From an optimization exercise on the open Yosys and OpenROAD flow, aimed at a short achievable clock period and few clock cycles; shortcuts taken in it are not production practice.
Function was checked by simulation only, so behaviour that the tests miss may differ from the original.
No activity file was given, so power comes from the tool's default toggle rates.

## design/flow/run.sh

```bash
#!/bin/bash
# synth_recipe.tcl (not shown) runs the flow's synth.tcl, then flattens the netlist and writes it again
# the make line also repeats each setting of config.mk as NAME=value (left out here)
make -C /OpenROAD-flow-scripts/flow DESIGN_CONFIG=/design/flow/config.mk WORK_HOME=/design/flow/orfs CLKGATE_MAP_FILE= SYNTH_SCRIPT=/design/flow/synth_recipe.tcl finish
```

## design/flow/constraint.sdc

```tcl
create_clock -name core_clock -period 7.0 [get_ports {i_clk}]
set_input_delay 1.4000 -clock core_clock [delete_from_list [all_inputs] [get_ports {i_clk}]]
set_output_delay 1.4000 -clock core_clock [all_outputs]
set_load 0.01 [all_outputs]
```

## design/flow/config.mk

```make
export PLATFORM = sky130hd
export DESIGN_NAME = rv_core
export DESIGN_NICKNAME = rv_core
export VERILOG_FILES = /design/flow/design.v
export SDC_FILE = /design/flow/constraint.sdc
export NUM_CORES = 4
export LEC_CHECK = 0
export CAP_MARGIN = 20
export CORE_MARGIN = 2
export CORE_UTILIZATION = 30
export PLACE_DENSITY = 0.5
export SLEW_MARGIN = 20
```

## design/flow/design.v

```verilog
`default_nettype none
package rv_core_pkg;
    localparam int XLEN     = 32;
    localparam int NUM_REGS = 32;
    typedef logic [XLEN-1:0]             word_t;
    typedef logic [$clog2(NUM_REGS)-1:0] reg_addr_t;
    localparam logic [6:0] OP_REG   = 7'b0110011;
    localparam logic [6:0] OP_IMM   = 7'b0010011;
    localparam logic [6:0] OP_LOAD  = 7'b0000011;
    localparam logic [6:0] OP_STORE = 7'b0100011;
    localparam logic [2:0] FUNCT3_ADD = 3'b000;
    localparam logic [2:0] FUNCT3_AND = 3'b111;
    localparam logic [2:0] FUNCT3_OR  = 3'b110;
    localparam logic [6:0] FUNCT7_SUB = 7'b0100000;
    typedef enum logic [1:0] {
        ALU_ADD = 2'b00,
        ALU_SUB = 2'b01,
        ALU_AND = 2'b10,
        ALU_OR  = 2'b11
    } alu_op_t;
    typedef enum logic [1:0] {
        FWD_REG = 2'b00,  
        FWD_WB  = 2'b01,
        FWD_MEM = 2'b10
    } fwd_sel_t;
    localparam word_t RESET_PC  = 32'h0000_0000;
    localparam word_t NOP_INSTR = 32'h0000_0013;  
    localparam word_t PC_STEP   = 32'd4;
endpackage
`default_nettype wire
`timescale 1ns/100ps
`default_nettype none
module fetch_stage (
    input  logic  i_clk,
    input  logic  i_rst_n,
    input  logic  i_stall,
    input  rv_core_pkg::word_t i_im_data,
    output rv_core_pkg::word_t o_im_addr,
    output rv_core_pkg::word_t o_instr,
    output rv_core_pkg::word_t o_pc
);
    rv_core_pkg::word_t pc;
    assign o_im_addr = pc;  
    always_ff @(posedge i_clk or negedge i_rst_n) begin
        if (!i_rst_n) begin
            pc      <= rv_core_pkg::RESET_PC;
            o_instr <= rv_core_pkg::NOP_INSTR;
            o_pc    <= rv_core_pkg::RESET_PC;
        end else if (!i_stall) begin
            pc      <= pc + rv_core_pkg::PC_STEP;
            o_instr <= i_im_data;
            o_pc    <= pc;
        end
    end
endmodule
`default_nettype wire
`timescale 1ns/100ps
`default_nettype none
module decode_stage (
    input  logic      i_clk,
    input  logic      i_rst_n,
    input  logic      i_stall,
    input  rv_core_pkg::word_t     i_instr,
    output rv_core_pkg::reg_addr_t o_rs1_addr,
    output rv_core_pkg::reg_addr_t o_rs2_addr,
    input  rv_core_pkg::word_t     i_rs1_data,
    input  rv_core_pkg::word_t     i_rs2_data,
    output rv_core_pkg::reg_addr_t o_ex_rs1_addr,
    output rv_core_pkg::reg_addr_t o_ex_rs2_addr,
    output rv_core_pkg::reg_addr_t o_ex_rd,
    output rv_core_pkg::word_t     o_ex_rs1_data,
    output rv_core_pkg::word_t     o_ex_rs2_data,
    output rv_core_pkg::word_t     o_ex_imm,
    output rv_core_pkg::alu_op_t   o_ex_alu_op,
    output logic      o_ex_use_imm,
    output logic      o_ex_mem_read,
    output logic      o_ex_mem_write,
    output logic      o_ex_reg_write,
    output logic      o_ex_mem_to_reg
);
    logic [6:0] opcode;
    logic [2:0] funct3;
    logic [6:0] funct7;
    rv_core_pkg::alu_op_t    alu_op;
    logic       legal;
    logic       is_reg, is_imm, is_load, is_store;
    rv_core_pkg::word_t      imm;
    assign opcode = i_instr[6:0];
    assign funct3 = i_instr[14:12];
    assign funct7 = i_instr[31:25];
    always_comb begin
        alu_op = rv_core_pkg::ALU_ADD;
        legal  = 1'b1;
        case (opcode)
            rv_core_pkg::OP_REG: begin
                case (funct3)
                    rv_core_pkg::FUNCT3_ADD: alu_op = (funct7 == rv_core_pkg::FUNCT7_SUB) ? rv_core_pkg::ALU_SUB : rv_core_pkg::ALU_ADD;
                    rv_core_pkg::FUNCT3_AND: alu_op = rv_core_pkg::ALU_AND;
                    rv_core_pkg::FUNCT3_OR:  alu_op = rv_core_pkg::ALU_OR;
                    default:    legal  = 1'b0;
                endcase
            end
            rv_core_pkg::OP_IMM: begin
                case (funct3)
                    rv_core_pkg::FUNCT3_ADD: alu_op = rv_core_pkg::ALU_ADD;
                    rv_core_pkg::FUNCT3_AND: alu_op = rv_core_pkg::ALU_AND;
                    default:    legal  = 1'b0;
                endcase
            end
            rv_core_pkg::OP_LOAD, rv_core_pkg::OP_STORE: alu_op = rv_core_pkg::ALU_ADD;  
            default:           legal  = 1'b0;     
        endcase
    end
    assign is_reg   = legal && (opcode == rv_core_pkg::OP_REG);
    assign is_imm   = legal && (opcode == rv_core_pkg::OP_IMM);
    assign is_load  = legal && (opcode == rv_core_pkg::OP_LOAD);
    assign is_store = legal && (opcode == rv_core_pkg::OP_STORE);
    assign o_rs1_addr = legal ? i_instr[19:15] : '0;
    assign o_rs2_addr = (is_reg || is_store) ? i_instr[24:20] : '0;
    assign imm = is_store ? {{20{i_instr[31]}}, i_instr[31:25], i_instr[11:7]}
                          : {{20{i_instr[31]}}, i_instr[31:20]};
    always_ff @(posedge i_clk or negedge i_rst_n) begin
        if (!i_rst_n) begin
            o_ex_rs1_addr   <= '0;
            o_ex_rs2_addr   <= '0;
            o_ex_rd         <= '0;
            o_ex_alu_op     <= rv_core_pkg::ALU_ADD;
            o_ex_use_imm    <= 1'b0;
            o_ex_mem_read   <= 1'b0;
            o_ex_mem_write  <= 1'b0;
            o_ex_reg_write  <= 1'b0;
            o_ex_mem_to_reg <= 1'b0;
        end else begin
            o_ex_rs1_addr   <= o_rs1_addr;
            o_ex_rs2_addr   <= o_rs2_addr;
            o_ex_rd         <= i_instr[11:7];
            o_ex_alu_op     <= alu_op;
            o_ex_use_imm    <= !is_reg;
            o_ex_mem_read   <= is_load && !i_stall;  
            o_ex_mem_write  <= is_store && !i_stall;
            o_ex_reg_write  <= (is_reg || is_imm || is_load) && !i_stall;
            o_ex_mem_to_reg <= is_load && !i_stall;
        end
    end
    always_ff @(posedge i_clk) begin
        o_ex_rs1_data <= i_rs1_data;
        o_ex_rs2_data <= i_rs2_data;
        o_ex_imm      <= imm;
    end
endmodule
`default_nettype wire
`timescale 1ns/100ps
`default_nettype none
module reg_file (
    input  logic      i_clk,
    input  logic      i_rst_n,
    input  rv_core_pkg::reg_addr_t i_rs1_addr,
    input  rv_core_pkg::reg_addr_t i_rs2_addr,
    input  rv_core_pkg::reg_addr_t i_wr_addr,
    input  logic      i_wr_en,
    input  rv_core_pkg::word_t     i_wr_data,
    output rv_core_pkg::word_t     o_rs1_data,
    output rv_core_pkg::word_t     o_rs2_data
);
    rv_core_pkg::word_t regs [1:31];  
    always_ff @(posedge i_clk or negedge i_rst_n) begin
        if (!i_rst_n) begin
            for (int i = 1; i < 32; i++) begin
                regs[i] <= '0;
            end
        end else if (i_wr_en && (i_wr_addr != '0)) begin
            regs[i_wr_addr] <= i_wr_data;
        end
    end
    assign o_rs1_data = (i_rs1_addr == '0)                         ? '0 :
                        (i_wr_en && (i_wr_addr == i_rs1_addr))     ? i_wr_data :
                                                                     regs[i_rs1_addr];
    assign o_rs2_data = (i_rs2_addr == '0)                         ? '0 :
                        (i_wr_en && (i_wr_addr == i_rs2_addr))     ? i_wr_data :
                                                                     regs[i_rs2_addr];
endmodule
`default_nettype wire
`timescale 1ns/100ps
`default_nettype none
module hazard_unit (
    input  rv_core_pkg::reg_addr_t i_id_rs1,
    input  rv_core_pkg::reg_addr_t i_id_rs2,
    input  rv_core_pkg::reg_addr_t i_ex_rs1,
    input  rv_core_pkg::reg_addr_t i_ex_rs2,
    input  rv_core_pkg::reg_addr_t i_ex_rd,
    input  rv_core_pkg::reg_addr_t i_mem_rd,
    input  rv_core_pkg::reg_addr_t i_wb_rd,
    input  logic      i_ex_mem_read,
    input  logic      i_mem_reg_write,
    input  logic      i_wb_reg_write,
    output logic      o_stall,
    output logic [1:0]             o_fwd_a,
    output logic [1:0]             o_fwd_b
);
    function automatic logic [1:0] fwd_pick(
        input rv_core_pkg::reg_addr_t rs,
        input rv_core_pkg::reg_addr_t mem_rd,
        input logic      mem_we,
        input rv_core_pkg::reg_addr_t wb_rd,
        input logic      wb_we
    );
        if (rs == '0)
            fwd_pick = rv_core_pkg::FWD_REG;
        else if (mem_we && (mem_rd == rs))
            fwd_pick = rv_core_pkg::FWD_MEM;  
        else if (wb_we && (wb_rd == rs))
            fwd_pick = rv_core_pkg::FWD_WB;
        else
            fwd_pick = rv_core_pkg::FWD_REG;
    endfunction
    assign o_stall = i_ex_mem_read && (i_ex_rd != '0) &&
                     ((i_ex_rd == i_id_rs1) || (i_ex_rd == i_id_rs2));
    assign o_fwd_a = fwd_pick(i_ex_rs1, i_mem_rd, i_mem_reg_write, i_wb_rd, i_wb_reg_write);
    assign o_fwd_b = fwd_pick(i_ex_rs2, i_mem_rd, i_mem_reg_write, i_wb_rd, i_wb_reg_write);
endmodule
`default_nettype wire
`timescale 1ns/100ps
`default_nettype none
module execute_stage (
    input  logic      i_clk,
    input  logic      i_rst_n,
    input  rv_core_pkg::reg_addr_t i_ex_rs1_addr,
    input  rv_core_pkg::reg_addr_t i_ex_rs2_addr,
    input  rv_core_pkg::reg_addr_t i_ex_rd,
    input  rv_core_pkg::word_t     i_ex_rs1_data,
    input  rv_core_pkg::word_t     i_ex_rs2_data,
    input  rv_core_pkg::word_t     i_ex_imm,
    input  rv_core_pkg::alu_op_t   i_ex_alu_op,
    input  logic      i_ex_use_imm,
    input  logic      i_ex_mem_read,
    input  logic      i_ex_mem_write,
    input  logic      i_ex_reg_write,
    input  logic      i_ex_mem_to_reg,
    input  logic [1:0]             i_fwd_a,
    input  logic [1:0]             i_fwd_b,
    input  rv_core_pkg::word_t     i_wb_data,
    output rv_core_pkg::word_t     o_mem_alu_result,
    output rv_core_pkg::word_t     o_mem_store_data,
    output rv_core_pkg::reg_addr_t o_mem_rd,
    output logic      o_mem_mem_read,
    output logic      o_mem_mem_write,
    output logic      o_mem_reg_write,
    output logic      o_mem_mem_to_reg
);
    rv_core_pkg::word_t op_a;
    rv_core_pkg::word_t rs2_val;
    rv_core_pkg::word_t op_b;
    rv_core_pkg::word_t alu_result;
    function automatic logic [31:0] fwd_mux(
        input logic [1:0]            sel,
        input rv_core_pkg::word_t    reg_val,
        input rv_core_pkg::word_t    wb_val,
        input rv_core_pkg::word_t    mem_val
    );
        case (sel)
            rv_core_pkg::FWD_MEM: fwd_mux = mem_val;
            rv_core_pkg::FWD_WB:  fwd_mux = wb_val;
            default: fwd_mux = reg_val;
        endcase
    endfunction
    assign op_a    = fwd_mux(i_fwd_a, i_ex_rs1_data, i_wb_data, o_mem_alu_result);
    assign rs2_val = fwd_mux(i_fwd_b, i_ex_rs2_data, i_wb_data, o_mem_alu_result);  
    assign op_b    = i_ex_use_imm ? i_ex_imm : rs2_val;
    always_comb begin
        case (i_ex_alu_op)
            rv_core_pkg::ALU_SUB: alu_result = op_a - op_b;
            rv_core_pkg::ALU_AND: alu_result = op_a & op_b;
            rv_core_pkg::ALU_OR:  alu_result = op_a | op_b;
            default: alu_result = op_a + op_b;
        endcase
    end
    always_ff @(posedge i_clk or negedge i_rst_n) begin
        if (!i_rst_n) begin
            o_mem_rd         <= '0;
            o_mem_mem_read   <= 1'b0;
            o_mem_mem_write  <= 1'b0;
            o_mem_reg_write  <= 1'b0;
            o_mem_mem_to_reg <= 1'b0;
        end else begin
            o_mem_rd         <= i_ex_rd;
            o_mem_mem_read   <= i_ex_mem_read;
            o_mem_mem_write  <= i_ex_mem_write;
            o_mem_reg_write  <= i_ex_reg_write;
            o_mem_mem_to_reg <= i_ex_mem_to_reg;
        end
    end
    always_ff @(posedge i_clk) begin
        o_mem_alu_result <= alu_result;
        o_mem_store_data <= rs2_val;
    end
endmodule
`default_nettype wire
`timescale 1ns/100ps
`default_nettype none
module mem_wb_stage (
    input  logic      i_clk,
    input  logic      i_rst_n,
    input  rv_core_pkg::word_t     i_mem_alu_result,
    input  rv_core_pkg::word_t     i_mem_store_data,
    input  rv_core_pkg::reg_addr_t i_mem_rd,
    input  logic      i_mem_mem_read,
    input  logic      i_mem_mem_write,
    input  logic      i_mem_reg_write,
    input  logic      i_mem_mem_to_reg,
    input  rv_core_pkg::word_t     i_dm_rdata,
    output rv_core_pkg::word_t     o_dm_addr,
    output rv_core_pkg::word_t     o_dm_wdata,
    output logic      o_dm_cs,
    output logic      o_dm_we,
    output rv_core_pkg::reg_addr_t o_wb_rd,
    output logic      o_wb_reg_write,
    output rv_core_pkg::word_t     o_wb_data
);
    logic  wb_mem_to_reg;
    rv_core_pkg::word_t wb_load_data;
    rv_core_pkg::word_t wb_alu_result;
    assign o_dm_addr  = i_mem_alu_result;
    assign o_dm_wdata = i_mem_store_data;
    assign o_dm_cs    = i_mem_mem_read || i_mem_mem_write;
    assign o_dm_we    = i_mem_mem_write;  
    always_ff @(posedge i_clk or negedge i_rst_n) begin
        if (!i_rst_n) begin
            o_wb_rd        <= '0;
            o_wb_reg_write <= 1'b0;
            wb_mem_to_reg  <= 1'b0;
        end else begin
            o_wb_rd        <= i_mem_rd;
            o_wb_reg_write <= i_mem_reg_write;
            wb_mem_to_reg  <= i_mem_mem_to_reg;
        end
    end
    always_ff @(posedge i_clk) begin
        wb_load_data  <= i_dm_rdata;
        wb_alu_result <= i_mem_alu_result;
    end
    assign o_wb_data = wb_mem_to_reg ? wb_load_data : wb_alu_result;
endmodule
`default_nettype wire
`timescale 1ns/100ps
`default_nettype none
module rv_core (
    input  logic  i_clk,
    input  logic  i_rst_n,
    output rv_core_pkg::word_t o_im_addr,
    input  rv_core_pkg::word_t i_im_data,
    output rv_core_pkg::word_t o_dm_addr,
    output rv_core_pkg::word_t o_dm_wdata,
    output logic  o_dm_cs,
    output logic  o_dm_we,
    input  rv_core_pkg::word_t i_dm_rdata
);
    logic      stall;
    logic [1:0]             fwd_a, fwd_b;
    rv_core_pkg::word_t     id_instr;
    rv_core_pkg::reg_addr_t id_rs1_addr, id_rs2_addr;
    rv_core_pkg::word_t     id_rs1_data, id_rs2_data;
    rv_core_pkg::reg_addr_t ex_rs1_addr, ex_rs2_addr, ex_rd;
    rv_core_pkg::word_t     ex_rs1_data, ex_rs2_data, ex_imm;
    rv_core_pkg::alu_op_t   ex_alu_op;
    logic      ex_use_imm, ex_mem_read, ex_mem_write, ex_reg_write, ex_mem_to_reg;
    rv_core_pkg::word_t     mem_alu_result, mem_store_data;
    rv_core_pkg::reg_addr_t mem_rd;
    logic      mem_mem_read, mem_mem_write, mem_reg_write, mem_mem_to_reg;
    rv_core_pkg::reg_addr_t wb_rd;
    logic      wb_reg_write;
    rv_core_pkg::word_t     wb_data;
    fetch_stage u_fetch (
        .i_clk     (i_clk),
        .i_rst_n   (i_rst_n),
        .i_stall   (stall),
        .i_im_data (i_im_data),
        .o_im_addr (o_im_addr),
        .o_instr   (id_instr),
        .o_pc      ()           
    );
    decode_stage u_decode (
        .i_clk           (i_clk),
        .i_rst_n         (i_rst_n),
        .i_stall         (stall),
        .i_instr         (id_instr),
        .o_rs1_addr      (id_rs1_addr),
        .o_rs2_addr      (id_rs2_addr),
        .i_rs1_data      (id_rs1_data),
        .i_rs2_data      (id_rs2_data),
        .o_ex_rs1_addr   (ex_rs1_addr),
        .o_ex_rs2_addr   (ex_rs2_addr),
        .o_ex_rd         (ex_rd),
        .o_ex_rs1_data   (ex_rs1_data),
        .o_ex_rs2_data   (ex_rs2_data),
        .o_ex_imm        (ex_imm),
        .o_ex_alu_op     (ex_alu_op),
        .o_ex_use_imm    (ex_use_imm),
        .o_ex_mem_read   (ex_mem_read),
        .o_ex_mem_write  (ex_mem_write),
        .o_ex_reg_write  (ex_reg_write),
        .o_ex_mem_to_reg (ex_mem_to_reg)
    );
    reg_file u_reg_file (
        .i_clk      (i_clk),
        .i_rst_n    (i_rst_n),
        .i_rs1_addr (id_rs1_addr),
        .i_rs2_addr (id_rs2_addr),
        .i_wr_addr  (wb_rd),
        .i_wr_en    (wb_reg_write),
        .i_wr_data  (wb_data),
        .o_rs1_data (id_rs1_data),
        .o_rs2_data (id_rs2_data)
    );
    hazard_unit u_hazard (
        .i_id_rs1        (id_rs1_addr),
        .i_id_rs2        (id_rs2_addr),
        .i_ex_rs1        (ex_rs1_addr),
        .i_ex_rs2        (ex_rs2_addr),
        .i_ex_rd         (ex_rd),
        .i_mem_rd        (mem_rd),
        .i_wb_rd         (wb_rd),
        .i_ex_mem_read   (ex_mem_read),
        .i_mem_reg_write (mem_reg_write),
        .i_wb_reg_write  (wb_reg_write),
        .o_stall         (stall),
        .o_fwd_a         (fwd_a),
        .o_fwd_b         (fwd_b)
    );
    execute_stage u_execute (
        .i_clk            (i_clk),
        .i_rst_n          (i_rst_n),
        .i_ex_rs1_addr    (ex_rs1_addr),
        .i_ex_rs2_addr    (ex_rs2_addr),
        .i_ex_rd          (ex_rd),
        .i_ex_rs1_data    (ex_rs1_data),
        .i_ex_rs2_data    (ex_rs2_data),
        .i_ex_imm         (ex_imm),
        .i_ex_alu_op      (ex_alu_op),
        .i_ex_use_imm     (ex_use_imm),
        .i_ex_mem_read    (ex_mem_read),
        .i_ex_mem_write   (ex_mem_write),
        .i_ex_reg_write   (ex_reg_write),
        .i_ex_mem_to_reg  (ex_mem_to_reg),
        .i_fwd_a          (fwd_a),
        .i_fwd_b          (fwd_b),
        .i_wb_data        (wb_data),
        .o_mem_alu_result (mem_alu_result),
        .o_mem_store_data (mem_store_data),
        .o_mem_rd         (mem_rd),
        .o_mem_mem_read   (mem_mem_read),
        .o_mem_mem_write  (mem_mem_write),
        .o_mem_reg_write  (mem_reg_write),
        .o_mem_mem_to_reg (mem_mem_to_reg)
    );
    mem_wb_stage u_mem_wb (
        .i_clk            (i_clk),
        .i_rst_n          (i_rst_n),
        .i_mem_alu_result (mem_alu_result),
        .i_mem_store_data (mem_store_data),
        .i_mem_rd         (mem_rd),
        .i_mem_mem_read   (mem_mem_read),
        .i_mem_mem_write  (mem_mem_write),
        .i_mem_reg_write  (mem_reg_write),
        .i_mem_mem_to_reg (mem_mem_to_reg),
        .i_dm_rdata       (i_dm_rdata),
        .o_dm_addr        (o_dm_addr),
        .o_dm_wdata       (o_dm_wdata),
        .o_dm_cs          (o_dm_cs),
        .o_dm_we          (o_dm_we),
        .o_wb_rd          (wb_rd),
        .o_wb_reg_write   (wb_reg_write),
        .o_wb_data        (wb_data)
    );
endmodule
`default_nettype wire
```

==> flow_metrics.tcl <==
set metrics [dict create \
    pin_count 164 \
    h-tree-depth 4 \
    routed_wl_um 327000 \
    grt_max_degree 150 \
    area_growth_pct 18.1 \
    wire_per_inst_um 34.8 \
    postCtsSetupBuffers 0 \
    dieArea_um2 207000 \
    yosysWarnings 7 \
    met1Wirelength_um 124000 \
    finalSetupViolCount 0 \
    portBuffers 161 \
    wl_met3_um 44400 \
    yosysMostFrequentCell "dfrtp_1" \
    ys_types 90 \
    synth_edf_count 0 \
    drive_gt1_share_pct 11.3 \
    synth.top_cell.area_share_pct 44.6 \
    fin_tns_setup_ns 0 \
    yosys-top-cells-area "dfrtp_1 (45%), a22oi_1 (8.3%), dfxtp_1 (6.7%), a21oi_1 (5.4%), o21ai_0 (4.8%)" \
    ant_nets 0 \
    drtIter0Drc 10200 \
    antenna_found_initial 21 \
    start_util_pct 30.2 \
    synth_commonest_cells "dfrtp_1 (1087), nor2_1 (721), nand2_1 (694), a22oi_1 (678), a21oi_1 (660)" \
    highest_layer "met5" \
    synthAdderAreaFrac_pct 1.35 \
    path_max_fanout 31 \
    core_um2 202000 \
    die_h_um 455 \
    hold_buffers 0 \
    cts_tree "yes" \
    fin_crit_sh_pct 94.6 \
    required_ns 7.75 \
    ys_async_sr_fraction_pct 84.2 \
    final_cells 9385 \
    vias 59200 \
    maxCapViolCount 0 \
    holdWs_ns 0.364 \
    crit_type "reg -> reg" \
    rsz0062_at_grt "no" \
    clk_latency_ns 0.83 \
    clkSlewWorstSetupHoldPaths_ns 0.06 \
    yosys_most_used_dff "dfrtp_1" \
    synth_compound_area_share_pct 25.6 \
    met2_wirelength_um 135000 \
    power.density_nw_per_um2 233 \
    dpl.cell_count 9100 \
    finClkSkew_ns 0.0377 \
    syn_avg_cell_area_um2 9.27 \
    die_w_um 455 \
    timing.fmax_mhz 151 \
    dp_hpwl_um 197000 \
    grt_pass1_vias 54800 \
    vdd.ir_drop.worst_uv 265 \
    worst_setup_path_start_kind "register" \
    crit_arrival_ns 7.37 \
    worst_pin_slew_ns 1.32 \
    fill_cells 20400 \
    grt_usage_pct 30.7 \
    cts-root-buf "clkbuf_16" \
    fp-row-count 165 \
    finalHoldViolations 0 \
    synth-xor-area-share_pct 1.59 \
    synth_top_area_cell "dfrtp_1" \
    syn_area_um2 61000 \
    cts_resized 0 \
    synth-simple-area-share_pct 14.0 \
    clock_sinks 1294 \
    postSynthCellCount 6583 \
    worstSetupEndpointType "register" \
    cts_made_buffers 147 \
    status "timing/DRC/antenna clean" \
    largest_register_ffs 992 \
    cts_max_path_buffers 3 \
    synth_top_family_by_area "compound AO/OA/AOI/OAI gates" \
    worst_path_max_delay_cell "or4_1" \
    via_per_inst 6.31 \
    fin_nets 6695 \
    p_leak_nw 30.0 \
    relSlewSlack_pct 11.6 \
    ys_seq_area_share_pct 51.4 \
    fin_crit_ns 6.62 \
    grt_pass1_wl_um 448000 \
    overflow 0 \
    first_pass_iters 9 \
    drcViolationCount 0 \
    cpPeakStageDelay_ns 0.57 \
    largest_register "u_reg_file.regs" \
    synthMuxAreaShare_pct 1.92 \
    gp_congestion 0.951 \
    finalMaxSlewViolations 0 \
    hp-class "reg -> reg" \
    synth-seq-cells 1294 \
]
## stage by stage
step           instance area [µm²]  power [mW]  setup slack [ns]  util [%]
2_1_floorplan                61000        8.34             0.555         -
3_3_place_gp                 66900        8.87             0.197      33.1
3_5_place_dp                 67000        8.88             0.252      33.1
4_1_cts                      71900        16.9             0.235      35.6
5_1_grt                      72100        17.3            0.0229      35.7
6_report                     72100        16.8             0.376      35.7
## worst max-delay path: cells and delay by family, from the launching register on
kind	cells	cell delay, ns
muxes	1	0.11
xor gates and xnor gates	1	0.14
and+or+nand+nor	8	2.57
adders and majority gates	2	0.73
DFF	1	0.40
AOI/OAI and AO/OA	10	1.74
buffers and inverters	4	0.85
## logic make-up after synthesis
kind of cell | Yosys count
AOI/OAI and AO/OA | 2416
DFF | 1294
buffers and inverters | 635
xor gates and xnor gates | 111
and+or+nand+nor | 1948
other | 1
muxes | 108
adders and majority gates | 70
## path summary, 6_finish.rpt
check / slack [ns] / cells past startpoint / startpoint / end
setup / recovery: 0.38 / 26 / u_decode.o_ex_rs2_addr[1]$_DFF_PN0_ / u_execute.o_mem_alu_result[31]$_DFF_P_
max in group asynchronous: 4.78 / 2 / i_rst_n / u_reg_file.regs[8][31]$_DFFE_PN0P_
hold reg to reg: 0.36 / 0 / u_decode.o_ex_reg_write$_DFF_PN0_ / u_execute.o_mem_reg_write$_DFF_PN0_
setup reg to reg: 0.38 / 26 / u_decode.o_ex_rs2_addr[1]$_DFF_PN0_ / u_execute.o_mem_alu_result[31]$_DFF_P_
hold / removal: 0.36 / 0 / u_decode.o_ex_reg_write$_DFF_PN0_ / u_execute.o_mem_reg_write$_DFF_PN0_
min in group asynchronous: 0.64 / 1 / i_rst_n / u_reg_file.regs[16][4]$_DFFE_PN0P_
## power breakdown
part | total [mW] | internal [mW] | switching [mW]
logic | 0.904 | 0.296 | 0.608
registers | 7.87 | 7.64 | 0.229
clock network | 8.05 | 4.68 | 3.37
total | 16.8 | 12.6 | 4.21
## per-layer routing
metal / GRT usage, % / up-vias
met4: 18.2 / 30
li1: - / 24200
met5: 0.138 / -
met2: 44.2 / 4620
met1: 39.1 / 29100
met3: 11.5 / 1293
## layout make-up
type	count	area, µm²	share of cell area [%]
diodes	14	35.0	0.0486
clock buffers	215	4430	6.15
clock inverters	49	490	0.680
inverters	45	169	0.234
multi-input cells	4655	28100	39.0
flip-flops and latches	1294	31400	43.5
well taps	2672	3340	4.64
repair buffers	441	4110	5.70
## cells in the final DEF, fill, tap and decap left out, drive strengths merged, types with 21 or more instances in the layout
cell           count
nand2            694
nor2             721
nand2b            23
o31ai             23
nand4            124
xor2              53
nand3             81
buf              278
clkdlybuf4s50    160
nor4              46
ha                44
mux2i             42
nor2b             25
a221o             21
nor3             111
clkinv            34
a22o             134
and2              23
o21ai            583
a222oi            43
a221oi           134
maj3              25
and3              22
inv               48
dfxtp            204
dfrtp           1087
clkbuf           218
xnor2             58
a22oi            678
mux2              66
a21oi            660
Testbench counts, summed over its fixed seeds: cycles 6,289.

==> afterwards: timing with drivers on the ports <==
How much do the figures lean on ideal ports? The routed layout below was timed once more, with nothing changed but the port constraints. Step 1 sets driving cells, clkbuf_16 on the clock port and buf_2 on the other inputs (assumed; they add their load-dependent delay and slew). Step 2 adds t to the input delays and takes it off the output delays; t is the mean of the earliest and latest rising clock arrival at the registers after step 1. Input paths then give back, and output paths get back, about the clock's delay inside the block. a / b / c = no drivers / after step 1 / after step 2; a / b = the first two.
t, ns: 0.912
slack for setup (ns): 0.376 / 0.376 / 0.376
clock arrival spread, ns: 0.039 / 0.038
worst register clock-pin slew, ns: 0.07 / 0.07
After both steps this run still meets setup and hold. For this run, drivers alone change the setup slack by 0.000 ns; drivers and shift together by 0.000 ns.
